This is an optimization exercise on Yosys and OpenROAD, whose aim is small area and few clock cycles per item, not a production implementation.
Only simulation tests tie the RTL to the original design; equivalence was not proved.

==> flow/design.v, too long to show whole: its modules and the start of the top module <==
// module brtm_front: 42 lines
// module brtm_sel: 22 lines
// module brtm_hi: 16 lines
// module brtm_igt: 15 lines
// module brtm_mul: 651 lines
// module brtm_qest: 458 lines
// module brtm_corr: 73 lines
// module brtm_add40: 163 lines
// module brtm_add38: 149 lines
// module brtm_msb20: 41 lines
// module brtm_sub32: 122 lines
// module brtm_sub13: 53 lines
// module brtm_add32c: 121 lines
// module brtm_inc32: 91 lines
// module brtm_fa: 10 lines
// module brtm_maj: 8 lines
// module brtm_aoi22: 9 lines
// module brtm_xnor2: 7 lines
// module brtm_majn: 8 lines
// module brtm_ha: 9 lines
// module brtm_decide: 38 lines
// module banded_temperature_motor_regulator_core: 213 lines
module banded_temperature_motor_regulator_core #(
  parameter int TEMP_WIDTH = 12,
  parameter int TIME_WIDTH = 32,
  localparam int IN_DW = ((TEMP_WIDTH + TIME_WIDTH + 7) / 8) * 8
) (
  input  logic                              clk,
  input  logic                              rst_n,
  input  logic                              in_tvalid,
  output logic                              in_tready,
  input  logic [IN_DW-1:0]                  in_tdata,
  output logic                              out_tvalid,
  input  logic                              out_tready,
  output logic [brtm_pkg::OUT_DW-1:0]       out_tdata,
  input  logic                              cfg_we,
  input  logic [brtm_pkg::CFG_IDX_W-1:0]    cfg_index,
  input  logic [brtm_pkg::CFG_DATA_W-1:0]   cfg_wdata
);
  // ...
==> flow/flow/run.sh <==
#!/bin/bash
# Layout flow: the standard flow (standard.sh, synthesis unchanged) with
# smaller port buffers and a clock tree without dummy loads. The make output
# goes to standard.log here; ORFS keeps each tool's log under orfs/logs.
export BUFFER_PORTS_ARGS="-buffer_cell sky130_fd_sc_hd__buf_1"
export CTS_ARGS="-sink_clustering_enable -repair_clock_nets -sink_clustering_size 14 -sink_clustering_max_diameter 120 -dont_use_dummy_load -buf_list sky130_fd_sc_hd__clkbuf_8"
bash standard.sh > standard.log 2>&1
==> flow/standard.sh <==
#!/bin/bash
# synth_recipe.tcl (not shown) runs the flow's synth.tcl, then flattens the netlist and writes it again
# the make line also repeats each setting of config.mk as NAME=value (left out here)
make -C /OpenROAD-flow-scripts/flow DESIGN_CONFIG=/design/flow/config.mk WORK_HOME=/design/flow/orfs CLKGATE_MAP_FILE= SYNTH_SCRIPT=/design/flow/synth_recipe.tcl "${@:-finish}"
==> flow/config.mk <==
export PLATFORM = sky130hd
export DESIGN_NAME = banded_temperature_motor_regulator_core
export DESIGN_NICKNAME = banded_temperature_motor_regulator_core
export VERILOG_FILES = /design/flow/design.v
export SDC_FILE = /design/flow/constraint.sdc
export NUM_CORES = 4
export LEC_CHECK = 0
export CAP_MARGIN = 20
export CORE_MARGIN = 2
export CORE_UTILIZATION = 40
export CTS_CLUSTER_DIAMETER = 150
export CTS_CLUSTER_SIZE = 18
export GPL_ROUTABILITY_DRIVEN = 0
export GPL_TIMING_DRIVEN = 0
export PLACE_DENSITY = 0.6
export SLEW_MARGIN = 20
export SYNTH_HIERARCHICAL = 1
export SYNTH_MINIMUM_KEEP_SIZE = 0
==> flow/constraint.sdc <==
create_clock -name core_clock -period 9.0 [get_ports {clk}]
set_input_delay 1.8000 -clock core_clock [delete_from_list [all_inputs] [get_ports {clk}]]
set_output_delay 1.8000 -clock core_clock [all_outputs]
set_load 0.01 [all_outputs]
==> metrics.md, run 1 <==
| Metric | Value |
|---|---|
| Status | timing/DRC/antenna clean |
| Post-synthesis cell area | 0.03107 mm2 |
| Slew HR | 23.13% |
| WP data arrival | 6820 ps |
| Pre-antenna DRT Iters | 5 |
| Hold depth | 2 |
| Slowest stage cell, crit path | fa_1 |
| Post-route cell area | 0.03414 mm2 |
| Area Growth Syn to Fin | 9.871% |
| Regs by FF count | total_r (48), r1_p (40) |
| Via count | 21,810 |
| Worst Setup EP | out_tdata[70] |
| Met1 Use GR | 28.34% |
| Most frequent cells in the layout | 403 x fa_1, 333 x nand2_1, 311 x inv_1, 225 x ha_1, 184 x xnor2_1 |
| Clock buffers | 24 |
| Worst Max-Slew Pin Slew | 1149 ps |
| Clock Network Area Fraction | 0.9677% |
| Count of buffers from port buffering | 166 |
| Multi-input gate area | 0.02256 mm2 |
| Max-cap violations | 0 |
| Hold_sp | r1_v |
| Multi-input comb cells | 2,230 |
| Worst setup EP type | output port |
| Buffer share of cell area | 4.937% |
| Pre-CTS setup slack | 812.9 ps |
| CTS tree | done |
Testbench counts, summed over its fixed seeds: cycles 16,096, items 16,000.
==> module brtm_front, before the edit <==
module brtm_front (
  input  wire [11:0] t,
  input  wire [11:0] prev,
  input  wire [11:0] setpoint,
  input  wire [7:0]  band,
  output wire [2:0]  code
);
  wire [13:0] dsum;
  brtm_sub13 u_sub (
    .a ({t[11], t}),
    .b ({setpoint[11], setpoint}),
    .s (dsum)
  );
  wire        side = dsum[12];
  wire [11:0] nx   = dsum[11:0] ^ {12{!side}};
  wire [8:0] n1, n2, n4;
  assign n1[0] = !side;
  assign n2[0] = !side & nx[0];
  assign n4[0] = !side & nx[0] & nx[1];
  genvar i;
  for (i = 0; i < 8; i++) begin : g_cmp
    brtm_maj u_m1 (.a(nx[i]),   .b(band[i]), .c(n1[i]), .y(n1[i+1]));
    brtm_maj u_m2 (.a(nx[i+1]), .b(band[i]), .c(n2[i]), .y(n2[i+1]));
    brtm_maj u_m4 (.a(nx[i+2]), .b(band[i]), .c(n4[i]), .y(n4[i+1]));
  end
  wire a1 = !(n1[8] & (&nx[11:8]));
  wire a2 = !(n2[8] & (&nx[11:9]));
  wire a4 = !(n4[8] & (&nx[11:10]));
  wire [11:0] ntu = {t[11], ~t[10:0]};
  wire [11:0] pu  = {~prev[11], prev[10:0]};
  wire [12:0] cr, cf;
  assign cr[0] = 1'b1;
  assign cf[0] = 1'b0;
  for (i = 0; i < 12; i++) begin : g_slope
    brtm_maj u_r (.a(pu[i]), .b(ntu[i]), .c(cr[i]), .y(cr[i+1]));
    brtm_maj u_f (.a(pu[i]), .b(ntu[i]), .c(cf[i]), .y(cf[i+1]));
  end
  wire slope = side ? cf[12] : !cr[12];
  assign code = a4                ? {side, 2'd1} :
                (a2 && slope)     ? {side, 2'd2} :
                (a1 && slope)     ? {side, 2'd3} : 3'b000;
endmodule
==> module banded_temperature_motor_regulator_core, before the edit <==
module banded_temperature_motor_regulator_core #(
  parameter int TEMP_WIDTH = 12,
  parameter int TIME_WIDTH = 32,
  localparam int IN_DW = ((TEMP_WIDTH + TIME_WIDTH + 7) / 8) * 8
) (
  input  logic                              clk,
  input  logic                              rst_n,
  input  logic                              in_tvalid,
  output logic                              in_tready,
  input  logic [IN_DW-1:0]                  in_tdata,
  output logic                              out_tvalid,
  input  logic                              out_tready,
  output logic [brtm_pkg::OUT_DW-1:0]       out_tdata,
  input  logic                              cfg_we,
  input  logic [brtm_pkg::CFG_IDX_W-1:0]    cfg_index,
  input  logic [brtm_pkg::CFG_DATA_W-1:0]   cfg_wdata
);
  logic [7:0]  hi_r, lo_r, band_r;
  logic        one_hi_r;
  logic [11:0] setpoint_r;
  logic [15:0] interval_n_r;    
  logic        wr_two, ge;
  logic [7:0]  wv, other;
  logic [8:0]  gc;
  assign wr_two = cfg_index[0];
  assign wv     = cfg_wdata[7:0];
  assign other  = (one_hi_r ^ wr_two) ? lo_r : hi_r;
  assign gc[0] = 1'b1;
  for (genvar i = 0; i < 8; i++) begin : g_ge
    brtm_maj u_m (.a(wv[i]), .b(~other[i]), .c(gc[i]), .y(gc[i+1]));
  end
  assign ge = gc[8];
  always_ff @(posedge clk) begin
    if (!rst_n) begin
      hi_r       <= 8'd255;
      lo_r       <= 8'd0;
      one_hi_r   <= 1'b1;
      setpoint_r <= '0;
      band_r     <= 8'd1;
      interval_n_r <= ~16'd10000;
    end else if (cfg_we) begin
      case (cfg_index)
        3'd0, 3'd1: begin
          hi_r     <= ge ? wv : other;
          lo_r     <= ge ? other : wv;
          one_hi_r <= ge ^ wr_two;
        end
        3'd2: setpoint_r <= cfg_wdata[11:0];
        3'd3: band_r     <= cfg_wdata[7:0];
        3'd4: interval_n_r <= ~cfg_wdata[15:0];
        default: ;
      endcase
    end
  end
  logic [6:0] d_r;
  logic [7:0] dd;
  logic [8:0] dc;
  assign dc[0] = 1'b1;
  for (genvar i = 0; i < 8; i++) begin : g_d
    brtm_fa u_fa (.a(hi_r[i]), .b(~lo_r[i]), .c(dc[i]), .s(dd[i]), .co(dc[i+1]));
  end
  always_ff @(posedge clk) d_r <= dd[7:1];
  logic [7:0]  cur_r;
  logic [31:0] last_r;
  logic [11:0] prev_r;
  logic [47:0] total_r;
  logic        r0_v, r1_v, r2_v;
  logic [2:0]  r0_code;
  logic [31:0] r0_time;
  logic [39:0] r1_p;
  logic        r1_chg;
  logic [31:0] r2_q;
  logic [8:0]  r2_plo;
  logic [7:0]  r2_app;
  logic        r2_chg;
  logic ld0, ld1, ld2;
  assign ld2 = !r2_v || out_tready;
  assign ld1 = !r1_v || ld2;
  assign ld0 = !r0_v || ld1;
  assign in_tready = ld0;
  logic [2:0] code;
  brtm_front u_front (
    .t        (in_tdata[11:0]),
    .prev     (prev_r),
    .setpoint (setpoint_r),
    .band     (band_r),
    .code     (code)
  );
  always_ff @(posedge clk) begin
    if (!rst_n) begin
      prev_r <= '0;
      r0_v   <= 1'b0;
    end else if (ld0) begin
      r0_v <= in_tvalid;
      if (in_tvalid) prev_r <= in_tdata[11:0];
    end
  end
  always_ff @(posedge clk) begin
    if (ld0) begin
      r0_code <= code;
      r0_time <= in_tdata[43:12];
    end
  end
  logic [7:0]  want;
  logic        neq, igt, chg;
  logic [32:0] esum;
  logic [31:0] elapsed;
  logic [39:0] p;
  brtm_decide u_dec (
    .hi   (hi_r),
    .lo   (lo_r),
    .d    (d_r),
    .code (r0_code),
    .cur  (cur_r),
    .want (want),
    .neq  (neq)
  );
  brtm_sub32 u_esub (
    .a (r0_time),
    .b (last_r),
    .s (esum)
  );
  assign elapsed = esum[31:0];
  brtm_igt u_igt (
    .e   (elapsed[15:0]),
    .ivn (interval_n_r),
    .gt  (igt)
  );
  assign chg = neq && ((|elapsed[31:16]) || igt);
  brtm_mul u_mul (
    .e (elapsed),
    .c (cur_r),
    .p (p)
  );
  always_ff @(posedge clk) begin
    if (!rst_n) begin
      cur_r  <= '0;
      last_r <= '0;
      r1_v   <= 1'b0;
    end else if (ld1) begin
      r1_v <= r0_v;
      if (r0_v && chg) begin
        cur_r  <= want;
        last_r <= r0_time;
      end
    end
  end
  always_ff @(posedge clk) begin
    if (ld1) begin
      r1_p   <= {p[39:8], chg ? p[7:0] : want};
      r1_chg <= chg;
    end
  end
  logic [31:0] qe;
  brtm_qest u_qest (
    .p (r1_p),
    .q (qe)
  );
  logic [31:0] q_nx;
  logic [8:0]  plo_nx;
  brtm_sel u_sel (
    .p   (r1_p),
    .chg (r1_chg),
    .qe  (qe),
    .q   (q_nx),
    .plo (plo_nx)
  );
  always_ff @(posedge clk) begin
    if (!rst_n) r2_v <= 1'b0;
    else if (ld2) r2_v <= r1_v;
  end
  always_ff @(posedge clk) begin
    if (ld2) begin
      r2_q    <= q_nx;
      r2_plo  <= plo_nx;
      r2_app  <= cur_r;
      r2_chg  <= r1_chg;
    end
  end
  logic        corr, cin;
  logic [31:0] step;
  logic [32:0] lsum;
  logic [47:0] total_out;
  brtm_corr u_corr (
    .p    (r2_plo),
    .q    (r2_q[19:0]),
    .corr (corr)
  );
  assign cin = corr && r2_chg;
  brtm_inc32 u_inc (
    .a  (r2_q),
    .ci (cin),
    .s  (step)
  );
  brtm_add32c u_tadd (
    .a  (total_r[31:0]),
    .b  (r2_q),
    .ci (cin),
    .s  (lsum)
  );
  brtm_hi u_hi (
    .hi    (total_r[47:32]),
    .c     (lsum[32]),
    .lo    (lsum[31:0]),
    .total (total_out)
  );
  always_ff @(posedge clk) begin
    if (!rst_n) total_r <= '0;
    else if (r2_v && out_tready) total_r <= total_out;
  end
  assign out_tvalid = r2_v;
  assign out_tdata  = {7'd0, total_out, step, r2_chg, r2_chg ? r2_app : r2_plo[7:0], r2_app};
endmodule
==> inputs of run 2 (changes only) <==
--- a/flow/design.v
+++ b/flow/design.v
@@ -18,7 +18,7 @@
 `default_nettype none
 module brtm_front (
   input  wire [11:0] t,
-  input  wire [11:0] prev,
+  input  wire [11:0] pn,
   input  wire [11:0] setpoint,
   input  wire [7:0]  band,
   output wire [2:0]  code
@@ -44,16 +44,13 @@
   wire a1 = !(n1[8] & (&nx[11:8]));
   wire a2 = !(n2[8] & (&nx[11:9]));
   wire a4 = !(n4[8] & (&nx[11:10]));
-  wire [11:0] ntu = {t[11], ~t[10:0]};
-  wire [11:0] pu  = {~prev[11], prev[10:0]};
-  wire [12:0] cr, cf;
-  assign cr[0] = 1'b1;
-  assign cf[0] = 1'b0;
+  wire [11:0] tu = {~t[11], t[10:0]};
+  wire [12:0] cs;
+  assign cs[0] = side;
   for (i = 0; i < 12; i++) begin : g_slope
-    brtm_maj u_r (.a(pu[i]), .b(ntu[i]), .c(cr[i]), .y(cr[i+1]));
-    brtm_maj u_f (.a(pu[i]), .b(ntu[i]), .c(cf[i]), .y(cf[i+1]));
+    brtm_maj u_s (.a(tu[i]), .b(pn[i]), .c(cs[i]), .y(cs[i+1]));
   end
-  wire slope = side ? cf[12] : !cr[12];
+  wire slope = cs[12] ^ side;
   assign code = a4                ? {side, 2'd1} :
                 (a2 && slope)     ? {side, 2'd2} :
                 (a1 && slope)     ? {side, 2'd3} : 3'b000;
@@ -2194,7 +2191,7 @@
   always_ff @(posedge clk) d_r <= dd[7:1];
   logic [7:0]  cur_r;
   logic [31:0] last_r;
-  logic [11:0] prev_r;
+  logic [11:0] prev_r;         
   logic [47:0] total_r;
   logic        r0_v, r1_v, r2_v;
   logic [2:0]  r0_code;
@@ -2213,18 +2210,18 @@
   logic [2:0] code;
   brtm_front u_front (
     .t        (in_tdata[11:0]),
-    .prev     (prev_r),
+    .pn       (prev_r),
     .setpoint (setpoint_r),
     .band     (band_r),
     .code     (code)
   );
   always_ff @(posedge clk) begin
     if (!rst_n) begin
-      prev_r <= '0;
+      prev_r <= 12'h7ff;
       r0_v   <= 1'b0;
     end else if (ld0) begin
       r0_v <= in_tvalid;
-      if (in_tvalid) prev_r <= in_tdata[11:0];
+      if (in_tvalid) prev_r <= {in_tdata[11], ~in_tdata[10:0]};
     end
   end
   always_ff @(posedge clk) begin
--- a/flow/config.mk
+++ b/flow/config.mk
@@ -10,8 +10,6 @@
 export CORE_UTILIZATION = 40
 export CTS_CLUSTER_DIAMETER = 150
 export CTS_CLUSTER_SIZE = 18
-export GPL_ROUTABILITY_DRIVEN = 0
-export GPL_TIMING_DRIVEN = 0
 export PLACE_DENSITY = 0.6
 export SLEW_MARGIN = 20
 export SYNTH_HIERARCHICAL = 1
==> metrics.md, run 2 <==
| Metric | Value |
|---|---|
| R2R Setup Slk | 1130 ps |
| Setup CP Type | flop to output port |
| Hold buffers post-CTS | 0 |
| H-tree levels | 1 |
| DR vias/cell | 5.199 |
| Pre-antenna DRT Iters | 5 (unchanged) |
| Setup crit start kind | flop |
| Regs by FF count | total_r (48), r1_p (40) |
| Met2 wire len | 35.01 mm |
| Worst setup EP type | output port |
| Drt drc | 0 |
| Slew HR | 32.75% (+9.6 points) |
| Global route overflow | 0 |
| Met1 wire length | 36.14 mm |
| CTS tree | done |
| Ports | 178 |
| WHS | 459.7 ps |
| Width of the chip | 281.9 um |
| Clk Latency, worst-skew pair | 680 ps |
| Biggest register | total_r |
| Clock sinks | 289 |
| Max-cap violations | 0 (unchanged) |
| Setup TNS | 0 ps |
| Max Root-Sink Buffers | 3 |
| CP Data Required Time | 7200 ps |
| Max FO, Critical Path | 5 |
| Area Growth Syn to Fin | 7.530% |
| Post-detail-place hpwl | 58.80 mm |
| Count of buffers from port buffering | 166 (unchanged) |
| First-pass GRT wire length | 122.1 mm |
| Final setup vio count | 0 |
| Post-synthesis cell area | 0.03089 mm2 (-0.58%) |
| Routed WL | 76.34 mm |
| Gr usage total | 19.40% |
| DR WL met3 | 3.856 mm |
| Commonest non-fill, non-tap cell in the layout | fa_1 |
| Via count | 21,190 (-2.9%) |
| WP data arrival | 6850 ps (+30 ps) |
| Period Utilization, post-route | 96.17% |
| Post-route cell area | 0.03321 mm2 (-2.7%) |
| Largest net degree at the start of global routing | 73 |
| TritonCTS Buffers | 25 |
| Fin crit period | 8655 ps |
| Placed instance area | 0.03283 mm2 |
| Vias in the first global route | 21,230 |
| Fmax | 115.5 MHz |
| Die area | 0.07946 mm2 |
| Gp weighted congestion | 0.9156 |
| Largest register FFs | 48 |
| Root Driver | clkbuf_8 |
| Clock skew | 109.9 ps |
| Most frequent cells in the layout | 403 x fa_1, 328 x nand2_1, 304 x inv_1, 225 x ha_1, 189 x xnor2_1 |
| RSZ-0062 raised after global routing | no |
| Synth warn | 7 |
| Worst Max-Slew Pin Slew | 1009 ps (-140.4 ps) |
| Initial core utilization | 40.53% |
| Iter 0 DRT Violations | 1,175 |
| Syn avg cell area | 10.73 um2 |
| Initial antenna violation count | 1 |
| Cells on worst reg2reg path | 26 |
| Pre-CTS setup slack | 442.2 ps (-370.7 ps) |
| Hold depth | 2 (unchanged) |
| Setup ws final | 345.1 ps |
| Final Hold Viols | 0 |
| Gate Count Post-Synth | 2,878 |
| Hold WC Path Type | flop to flop |
| Final Net Count | 3,745 |
| Core area | 0.07620 mm2 |
| Clk slew on worst S/H paths | 110 ps |
| Highest metal used | met4 |
| # rows | 101 |
| Pins over their slew limit | 0 |
| Status | timing/DRC/antenna clean |
| Wirelength per Cell | 18.73 um |
| Final ANT Viol Nets | 0 |
| Share of layout cells above drive strength 1 | 13.31% |
| Die height | 281.9 um |
-- run 2: changes by cell type in the layout (fill, tap and decap cells not counted), sizes merged, moves of 4 or more --
| cell | delta |
|---|---|
| inv | -9 |
| nand3 | -16 |
| a21oi | -17 |
| o211ai | +14 |
| nand2 | -4 |
| buf | -29 |
| nor2 | +7 |
| a211oi | +5 |
| maj3 | -12 |
| clkbuf | -43 |
-- run 2: final cells by class --
class                           instances  area, um2
Fill cell                            7367      42990
Inverter                              307       1152
Tap cell                             1030       1289
Timing Repair Buffer                  219       1028
Clock buffer                           25      344.1
Multi-Input combinational cell       2203      22340
Antenna cell                            2      5.005
Sequential cell                       289       7056
-- run 2: final timing paths --
check,start,to
hold / removal,last_r[23],last_r[23]
setup reg to reg,r0_time[0],r1_p[39]
setup / recovery,r2_q[10],out_tdata[68]
hold reg to reg,last_r[23],last_r[23]
-- run 2: metal layers --
metal	global-route usage (%)	vias up
met5	0	-
met4	3.710	0
met3	2.610	89
met2	31.41	489
met1	27.84	10490
li1	-	10120
-- run 2: timing repair --
item,CTS,global route
gates resized for setup,0,4
endpoints found under the setup margin,0,47
buffers inserted,0,3
-- run 2: critical path: stages, from the launching register on --
cell and delay (ps):
edfxtp_1 540, inv_1 230, fa_1 480, fa_1 520
fa_1 510, ha_1 320, a21oi_1 140, nor2b_1 70
nor4_1 180, a31oi_1 140, xnor2_1 140, inv_1 50
and2_1 230, inv_1 100, fa_1 160, inv_1 50
fa_1 420, a211oi_2 230, o211ai_1 160, and3_2 290
or2_1 250, nand2b_1 160, fa_1 380, xor2_1 150
nand2b_1 190, buf_1 160
-- run 2: stage by stage --
stage          utilization (%)  std cells
6_report                 43.59       4075
5_1_grt                  43.58       4074
4_1_cts                  43.53       4070
3_5_place_dp             43.08       4045
3_3_place_gp             43.08       4045
2_1_floorplan                -       2892
Testbench counts of run 2, summed over its fixed seeds: cycles 16,096, items 16,000.
==> inputs of run 3 (changes only) <==
--- a/flow/flow/run.sh
+++ b/flow/flow/run.sh
@@ -4,4 +4,5 @@
 # goes to standard.log here; ORFS keeps each tool's log under orfs/logs.
 export BUFFER_PORTS_ARGS="-buffer_cell sky130_fd_sc_hd__buf_1"
 export CTS_ARGS="-sink_clustering_enable -repair_clock_nets -sink_clustering_size 14 -sink_clustering_max_diameter 120 -dont_use_dummy_load -buf_list sky130_fd_sc_hd__clkbuf_8"
+export POST_FLOORPLAN_TCL="$PWD/flow/downsize.tcl"
 bash standard.sh > standard.log 2>&1
==> flow/flow/downsize.tcl (new file) <==
# Before placement: logic gates that synthesis upsized (its timing target is
# far below the clock period) go back to drive strength 1; placement, repair
# and timing repair then size up again only what timing needs.
set db [ord::get_db]
set block [ord::get_db_block]
set n 0
foreach inst [$block getInsts] {
  set master [$inst getMaster]
  set name [$master getName]
  if {![regexp {^(sky130_fd_sc_hd__(a22oi|maj3|a21oi|o21ai|nand2|nor2|xor2|xnor2|a211oi|o211ai|and2|or2|and3|nand3|nor3|a21o|o21a|a31oi|mux2i|o22ai|a22o))_([248])$} $name -> base cell size]} {
    continue
  }
  set small [$db findMaster "${base}_1"]
  if {$small eq "NULL" || $small eq ""} { continue }
  $inst swapMaster $small
  incr n
}
puts "downsize: $n gates set to drive strength 1"
==> metrics.md, run 3 <==
| Metric | Value |
|---|---|
| Status | timing/DRC/antenna clean |
| Final ANT Viol Nets | 0 (unchanged) |
| First-pass GRT wire length | 120.9 mm (-0.95%) |
| WP buf/inv | 5 (unchanged) |
| Clock skew | 119.7 ps (+9.778 ps) |
| Global route overflow | 0 (unchanged) |
| DR vias/cell | 5.201 (about the same) |
| Post-route cell area | 0.03235 mm2 (-2.6%) |
| Final setup vio count | 0 (unchanged) |
| Period Utilization, post-route | 94.99% (-1.2 points) |
| Slowest stage cell, crit path | fa_1 |
| Die area | 0.07946 mm2 (unchanged) |
| R2R Setup Slk | 620 ps (-510 ps) |
| Root Driver | clkbuf_8 |
| Initial antenna violation count | 1 (unchanged) |
| TritonCTS Buffers | 25 (unchanged) |
| Share of layout cells above drive strength 1 | 5.583% (-7.7 points) |
| Finished Layout Cells | 4,077 (+0.049%) |
| Max FO, Critical Path | 5 (unchanged) |
| Pre-antenna DRT Iters | 7 (+2) |
| Synth warn | 7 (unchanged) |
| Hold buffers post-CTS | 0 (unchanged) |
| Crit path max-delay family | adder cells |
| Gr usage total | 19.34% (-0.059 points) |
| H-tree levels | 1 (unchanged) |
| Routed WL | 76.28 mm (about the same) |
| Slew HR | 26.88% (-5.9 points) |
| Final Hold Viols | 0 (unchanged) |
| Gate Count Post-Synth | 2,878 (unchanged) |
| Clk slew on worst S/H paths | 90 ps (-20 ps) |
| Area Growth Syn to Fin | 4.719% |
| Syn avg cell area | 10.73 um2 (unchanged) |
| Worst path max stage delay | 530 ps (about the same) |
| Pins over their slew limit | 0 (unchanged) |
| Width of the chip | 281.9 um (unchanged) |
| Worst setup EP type | output port |
| Die height | 281.9 um (unchanged) |
| Worst Max-Slew Pin Slew | 1093 ps (+84.35 ps) |
| Max-cap violations | 0 (unchanged) |
| Hold WC Path Type | flop to flop |
| Fmax | 117.0 MHz (+1.2%) |
| WP data arrival | 6750 ps (-100 ps) |
| Vias in the first global route | 21,340 (+0.49%) |
| Drt drc | 0 (unchanged) |
| Max Root-Sink Buffers | 3 (unchanged) |
| Iter 0 DRT Violations | 1,469 (+25%) |
| Ports | 178 (unchanged) |
| Setup CP Type | flop to output port |
| Count of buffers from port buffering | 166 (unchanged) |
| Final Net Count | 3,747 (+0.053%) |
| Largest net degree at the start of global routing | 75 (+2.7%) |
| Setup crit start kind | flop |
| Fill cells | 7,396 (+0.39%) |
| Most frequent CP cell | fa_1 |
| Via count | 21,210 (+0.085%) |
| Biggest register | total_r |
| Gp weighted congestion | 0.8768 (-4.2%) |
| Fin crit period | 8549 ps (-105.8 ps) |
| Largest register FFs | 48 (unchanged) |
| CP Data Required Time | 7200 ps (about the same) |
| Initial core utilization | 40.53% (unchanged) |
| Commonest non-fill, non-tap cell in the layout | fa_1 |
| Placed cell count | 4,044 (-0.025%) |
| Post-detail-place hpwl | 58.31 mm (-0.84%) |
| Clock sinks | 289 (unchanged) |
| Post-synthesis cell area | 0.03089 mm2 (unchanged) |
| CTS tree | done |
| Wirelength per Cell | 18.71 um (-0.13%) |
| Placed instance area | 0.03193 mm2 (-2.7%) |
| RSZ-0062 raised after global routing | no |
| # rows | 101 (unchanged) |
| Most frequent cells in the layout | 403 x fa_1, 331 x nand2_1, 303 x inv_1, 225 x ha_1, 188 x xnor2_1 |
| Core area | 0.07620 mm2 (unchanged) |
| Clk Latency, worst-skew pair | 670 ps (about the same) |
| Regs by FF count | total_r (48), r1_p (40) |
[run 3: area by class of cell]
class | instances | area [um2] | share of cell area (%)
antenna | 2 | 5.005 | 0.01547
clock buffer | 25 | 344.1 | 1.064
tap | 1030 | 1289 | 3.984
sequential | 289 | 7054 | 21.81
multi-input combinational | 2203 | 21460 | 66.35
inverter | 307 | 1152 | 3.563
timing repair buffer | 221 | 1040 | 3.214
[run 3: worst reg2reg max path: cells and delay by family (launching register included)]
kind            cells  cell delay (ps)
compound gates      5             1240
xor+xnor            3             1150
flops               1              350
fa+ha+maj          10             3980
buf+inv             1               50
simple gates        6             1230
[run 3: through the flow]
stage               worst slack (ps)  util, %  hold slack, ps  TNS, ps
finish                         450.9    42.45           459.9        0
global route                   51.00    42.45           476.2        0
CTS                            187.6    42.35           464.2        0
detailed placement            -122.2    41.90           447.4   -231.6
global placement              -103.8    41.89           442.3   -197.0
floorplan                      132.7        -           434.3        0
[run 3: repair_timing]
item | CTS | global route
setup endpoints to repair | 0 | 20
resized for setup | 0 | 5
setup buffers | 0 | 6
[run 3: final timing paths]
path         cells past startpoint       endpoint  startpoint
min reg2reg                      2     last_r[11]  last_r[11]
max                             25  out_tdata[72]    r2_q[13]
min                              2     last_r[11]  last_r[11]
max reg2reg                     25       r1_p[35]  r0_time[0]
[run 3: per-layer routing]
metal	global-route usage, %	share of wire [%]	vias to the layer above
li1	-	-	10140
met1	27.11	46	10440
met2	31.63	46	529
met3	2.610	5.0	98
met4	4.637	2.3	0
met5	0	0	-
==> inputs of run 4 (changes only) <==
==> flow/flow/run.sh (replaced) <==
#!/bin/bash
# Layout flow: the standard flow (standard.sh, synthesis unchanged) with
# smaller port buffers, a clock tree without dummy loads and the logic gates
# put back to drive strength 1 before placement (flow/downsize.tcl). The make output
# goes to standard.log here; ORFS keeps each tool's log under orfs/logs.
export BUFFER_PORTS_ARGS="-buffer_cell sky130_fd_sc_hd__buf_1"
export CTS_ARGS="-sink_clustering_enable -repair_clock_nets -sink_clustering_size 14 -sink_clustering_max_diameter 120 -dont_use_dummy_load -buf_list sky130_fd_sc_hd__clkbuf_8"
export POST_FLOORPLAN_TCL="$PWD/flow/downsize.tcl"
bash standard.sh > standard.log 2>&1
==> metrics.md, run 4 <==
| Metric | Value |
|---|---|
| Width of the chip | 281.9 um (unchanged) |
| Largest net degree at the start of global routing | 75 (unchanged) |
| Synth warn | 7 (unchanged) |
| CTS tree | done |
| Setup TNS | 0 ps (unchanged) |
| Vias in the first global route | 21,340 (unchanged) |
| Die area | 0.07946 mm2 (unchanged) |
| Gp weighted congestion | 0.8768 (unchanged) |
| Slew HR | 26.88% (unchanged) |
| Period Utilization, post-route | 94.99% (unchanged) |
| Global route overflow | 0 (unchanged) |
| Initial antenna violation count | 1 (unchanged) |
| Clk slew on worst S/H paths | 90 ps (about the same) |
| RR Startpoint | r0_time[0] |
| WP data arrival | 6750 ps (about the same) |
| Final ANT Viol Nets | 0 (unchanged) |
| Area Growth Syn to Fin | 4.719% (unchanged) |
| Placed cell count | 4,044 (unchanged) |
| H-tree levels | 1 (unchanged) |
| Fin crit period | 8549 ps (unchanged) |
| Worst Max-Slew Pin Slew | 1093 ps (unchanged) |
| Initial core utilization | 40.53% (unchanged) |
| Wirelength per Cell | 18.71 um (unchanged) |
| Pre-antenna DRT Iters | 7 (unchanged) |
| Setup crit start kind | flop |
| Gate Count Post-Synth | 2,878 (unchanged) |
| Most frequent cells in the layout | 403 x fa_1, 331 x nand2_1, 303 x inv_1, 225 x ha_1, 188 x xnor2_1 |
| Gr usage total | 19.34% (unchanged) |
| Fill cells | 7,396 (unchanged) |
| Clock skew | 119.7 ps (unchanged) |
| DR vias/cell | 5.201 (unchanged) |
| Worst setup EP type | output port |
| Syn avg cell area | 10.73 um2 (unchanged) |
| Iter 0 DRT Violations | 1,469 (unchanged) |
| CP Data Required Time | 7200 ps (about the same) |
| Hold WC Path Type | flop to flop |
| Final Util | 42.45% (unchanged) |
| Hold buffers post-CTS | 0 (unchanged) |
| Max FO, Critical Path | 5 (unchanged) |
| Pins over their slew limit | 0 (unchanged) |
| Most frequent CP cell | fa_1 |
| Largest register FFs | 48 (unchanged) |
| Final setup vio count | 0 (unchanged) |
| Clk Latency, worst-skew pair | 670 ps (about the same) |
| Root Driver | clkbuf_8 |
| Clock sinks | 289 (unchanged) |
| Final Hold Viols | 0 (unchanged) |
| Hold_sp | last_r[11] |
| Count of buffers from port buffering | 166 (unchanged) |
| RSZ-0062 raised after global routing | no |
| Ports | 178 (unchanged) |
| Slowest stage cell, crit path | fa_1 |
| # rows | 101 (unchanged) |
| Max Root-Sink Buffers | 3 (unchanged) |
| Final Net Count | 3,747 (unchanged) |
| Finished Layout Cells | 4,077 (unchanged) |
| Setup CP Type | flop to output port |
| Die height | 281.9 um (unchanged) |
| Commonest non-fill, non-tap cell in the layout | fa_1 |
| Post-detail-place hpwl | 58.31 mm (unchanged) |
| First-pass GRT wire length | 120.9 mm (unchanged) |
| Drt drc | 0 (unchanged) |
| Via count | 21,210 (unchanged) |
| Share of layout cells above drive strength 1 | 5.583% (unchanged) |
| Max-cap violations | 0 (unchanged) |
| TritonCTS Buffers | 25 (unchanged) |
| WHS | 459.9 ps (unchanged) |
| Regs by FF count | total_r (48), r1_p (40) |
| Status | timing/DRC/antenna clean |
| Critical path origin | r2_q[13] |
| Fmax | 117.0 MHz (unchanged) |
| Biggest register | total_r |
| Routed WL | 76.28 mm (unchanged) |
| Post-synthesis cell area | 0.03089 mm2 (unchanged) |
| Core area | 0.07620 mm2 (unchanged) |
| Worst path max stage delay | 530 ps (about the same) |
## run 4: metrics by stage
step / worst slack, ps / instance area [um2]
floorplan: 132.7 / 30950
global placement: -103.8 / 31920
detailed placement: -122.2 / 31930
CTS: 187.6 / 32270
global route: 51.00 / 32350
finish: 450.9 / 32350
## run 4: final timing paths
check / to / cells past startpoint / slack [ps]
worst max-delay path: out_tdata[72] / 25 / 450
worst min-delay path: last_r[11] / 2 / 460
worst max register to register: r1_p[35] / 25 / 620
worst min register to register: last_r[11] / 2 / 460
## run 4: repair_timing
| action | 4_1_cts | 5_1_grt |
|---|---|---|
| setup endpoints to repair | 0 | 20 |
| buffers inserted | 0 | 6 |
| gates resized for setup | 0 | 5 |
## run 4: final cells by class
class	instances	area (um2)	area share (%)
clock buffers	25	344.1	1.064
well taps	1030	1289	3.984
diodes	2	5.005	0.01547
flip-flops and latches	289	7054	21.81
repair buffers	221	1040	3.214
inverters	307	1152	3.563
multi-input cells	2203	21460	66.35
## run 4: worst max-delay path, delay by kind of cell (launching register included)
kind,cells,cell delay [ps]
flip-flops,1,510
adder cells (fa/ha/maj),7,2800
buffers and inverters,5,460
AND/OR/NAND/NOR,5,1120
AO/OA/AOI/OAI,6,930
XOR/XNOR,2,310
## run 4: metal layers
metal	share of wire [%]	global-route usage (%)	vias to the layer above	routed length [um]
li1	-	-	10140	-
met1	46	27.11	10440	35290
met4	2.3	4.637	0	1774
met3	5.0	2.610	98	3845
met2	46	31.63	529	35360
met5	0	0	-	0
==> inputs of run 5 (changes only) <==
==> flow/flow/downsize.tcl (replaced) <==
# Before placement: logic gates that synthesis upsized (its timing target is
# far below the clock period) go back to drive strength 1; placement, repair
# and timing repair then size up again only what timing needs.
set db [ord::get_db]
set block [ord::get_db_block]
set n 0
foreach inst [$block getInsts] {
  set name [[$inst getMaster] getName]
  if {![regexp {^(sky130_fd_sc_hd__([a-z0-9]+))_([0-9]+)$} $name -> base cell size]} { continue }
  if {$size < 2} { continue }
  if {[regexp {^(df|edf|sdf|dl|clk|conb|tap|fill|decap|diode|probe|lpflow)} $cell]} { continue }
  set small [$db findMaster "${base}_1"]
  if {$small eq "NULL" || $small eq ""} { continue }
  $inst swapMaster $small
  incr n
}
puts "downsize: $n gates set to drive strength 1"
==> metrics.md, run 5 <==
| Metric | Value |
|---|---|
| Largest net degree at the start of global routing | 75 (unchanged) |
| Critical path origin | r2_q[10] |
| Placed cell count | 4,052 (+0.20%) |
| Gr usage total | 19.32% (-0.020 points) |
| H-tree levels | 1 (unchanged) |
| Vias in the first global route | 21,790 (+2.1%) |
| Setup CP Type | flop to output port |
| Pre-CTS setup slack | -126.9 ps (-4.726 ps) |
| RSZ-0062 raised after global routing | no |
| Final Net Count | 3,752 (+0.13%) |
| Width of the chip | 281.9 um (unchanged) |
| R2R Setup Slk | 710 ps (+90 ps) |
| RR Startpoint | r0_time[0] |
| Count of buffers from port buffering | 166 (unchanged) |
| Pre-antenna DRT Iters | 7 (unchanged) |
| Core area | 0.07620 mm2 (unchanged) |
| Setup ws final | 372.1 ps (-78.80 ps) |
| Most frequent CP cell | fa_1 |
| Global route overflow | 0 (unchanged) |
| Area Growth Syn to Fin | 4.055% |
| Clk slew on worst S/H paths | 100 ps (about the same) |
| Final Hold Viols | 0 (unchanged) |
| Finished Layout Cells | 4,081 (+0.098%) |
| Regs by FF count | total_r (48), r1_p (40) |
| TritonCTS Buffers | 25 (unchanged) |
| Die area | 0.07946 mm2 (unchanged) |
| Crit path max-delay family | adder cells |
| Setup crit start kind | flop |
| Post-detail-place hpwl | 57.95 mm (-0.61%) |
| Synth warn | 7 (unchanged) |
| Max-cap violations | 0 (unchanged) |
| Wirelength per Cell | 18.47 um (-1.3%) |
| Slowest stage cell, crit path | fa_1 |
| WP data arrival | 6830 ps (+80 ps) |
| Largest register FFs | 48 (unchanged) |
| Biggest register | total_r |
| Status | timing/DRC/antenna clean |
| R2r endpoint | r1_p[39] |
| Ports | 178 (unchanged) |
| Period Utilization, post-route | 95.87% (+0.88 points) |
| Slew HR | 28.01% (+1.1 points) |
| Clk Latency, worst-skew pair | 660 ps (about the same) |
| Share of layout cells above drive strength 1 | 3.475% (-2.1 points) |
| Clock sinks | 289 (unchanged) |
| Drt drc | 0 (unchanged) |
| Max FO, Critical Path | 5 (unchanged) |
| Pins over their slew limit | 0 (unchanged) |
| Max Root-Sink Buffers | 3 (unchanged) |
| Hold buffers post-CTS | 0 (unchanged) |
| Fmax | 115.9 MHz (-0.91%) |
| Worst path max stage delay | 530 ps (about the same) |
| Initial antenna violation count | 1 (unchanged) |
| Hold WC Path Type | flop to flop |
| Iter 0 DRT Violations | 1,557 (+6.0%) |
| CP Data Required Time | 7200 ps (about the same) |
| CTS tree | done |
| Gate Count Post-Synth | 2,878 (unchanged) |
| Clock skew | 115.0 ps (-4.723 ps) |
| Routed WL | 75.38 mm (-1.2%) |
| Post-synthesis cell area | 0.03089 mm2 (unchanged) |
| Worst Setup EP | out_tdata[72] |
| Commonest non-fill, non-tap cell in the layout | fa_1 |
| Die height | 281.9 um (unchanged) |
| # rows | 101 (unchanged) |
| Final setup vio count | 0 (unchanged) |
| Syn avg cell area | 10.73 um2 (unchanged) |
| Worst setup EP type | output port |
| DR vias/cell | 5.236 (+0.68%) |
| First-pass GRT wire length | 121.9 mm (+0.84%) |
| Most frequent cells in the layout | 403 x fa_1, 331 x nand2_1, 305 x inv_1, 225 x ha_1, 189 x xnor2_1 |
| Root Driver | clkbuf_8 |
| Crit path depth | 25 (unchanged) |
| Final ANT Viol Nets | 0 (unchanged) |
| Worst Max-Slew Pin Slew | 1076 ps (-16.82 ps) |
| Gp weighted congestion | 0.8581 (-2.1%) |
| Cells on worst reg2reg path | 28 (+12%) |
| WP buf/inv | 5 (unchanged) |
| Fin crit period | 8628 ps (+78.80 ps) |
| Via count | 21,370 (+0.78%) |
| Initial core utilization | 40.53% (unchanged) |
run 5: cell types whose count changed in the layout (fill, tap and decap cells not counted), sizes merged:
cell | previous run | this run
diode | 2 | 1
buf | 220 | 225
run 5: timing repair:
| item | in CTS | in global routing |
|---|---|---|
| setup buffers | 0 | 3 |
| setup endpoints to repair | 0 | 16 |
| resized for setup | 0 | 1 |
| endpoints found under the hold margin | 0 | 0 |
run 5: final cells by class:
| cell class | count | area [um2] |
|---|---|---|
| fillers | 7484 | 44060 |
| inverters | 307 | 1152 |
| well taps | 1030 | 1289 |
| diodes | 1 | 2.502 |
| clock buffers | 25 | 344.1 |
| flip-flops and latches | 289 | 7054 |
| multi-input cells | 2203 | 21220 |
| repair buffers | 226 | 1077 |
run 5: how the worst min path moves through the flow:
| stage | startpoint | endpoint | slack [ps] | depth (start not counted) |
|---|---|---|---|---|
| final | last_r[8] | last_r[8] | 460 | 2 |
| after global routing | last_r[16] | last_r[16] | 490 | 2 |
| after CTS | last_r[29] | last_r[29] | 460 | 2 |
| after detailed placement | last_r[2] | last_r[2] | 450 | 2 |
| after global placement | last_r[21] | last_r[21] | 440 | 2 |
| after floorplan | r0_v | r1_v | 430 | 2 |
run 5: per-stage QoR:
stage	hold WS, ps	instance area [um2]	utilization [%]	setup TNS (ps)
6_report	458.5	32140	42.18	0
5_1_grt	485.3	32140	42.18	0
4_1_cts	462.2	32110	42.14	0
3_5_place_dp	447.1	31760	41.68	-235.1
3_3_place_gp	442.7	31760	41.68	-214.6
2_1_floorplan	434.3	30950	-	0
run 5: per-layer routing:
metal,vias to the layer above,share of wire (%),global-route usage (%)
met2,576,46,31.89
met1,10570,46,27.22
met4,0,1.9,3.833
met5,-,0,0
met3,100,5.3,2.486
li1,10120,-,-
run 5: worst register-to-register path: cells and delay by family, from the launching register on:
kind | cells | cell delay (ps)
fa+ha+maj | 10 | 3930
xor+xnor | 3 | 1220
compound gates | 6 | 1020
simple gates | 5 | 940
buf+inv | 4 | 560
flops | 1 | 360

## static timing again, ports no longer ideal
The results above use ideal ports. As a check the final layouts listed here were re-extracted and re-timed, cells and wires unchanged. Step 1: set_driving_cell puts a clkbuf_16 on clk and a buf_2 on each other input, an assumption about the parent block. Step 2 also shifts input and output timing later by t, the mid clock arrival at the registers, as if the neighbouring blocks saw the same clock. Slacks: ideal / step 1 / step 2; pairs: ideal / step 1.
run	t (ns)	setup WS [ns]	slew at the worst register clock pin (ns)	worst data-port slew with drivers (ns)	pins driven straight from the clock port
run 1	0.664	0.379 / 0.321 / 0.830	0.11 / 0.11	0.06	1
run 2	0.683	0.345 / 0.284 / 0.443	0.12 / 0.12	0.05	1
run 3	0.669	0.451 / 0.392 / -0.093	0.11 / 0.11	0.05	1
run 4	0.669	0.451 / 0.392 / -0.093	0.11 / 0.11	0.05	1
run 5	0.666	0.372 / 0.313 / -0.088	0.11 / 0.11	0.04	1
With both steps, setup timing fails in run 3, run 4 and run 5, where it was met with ideal ports.
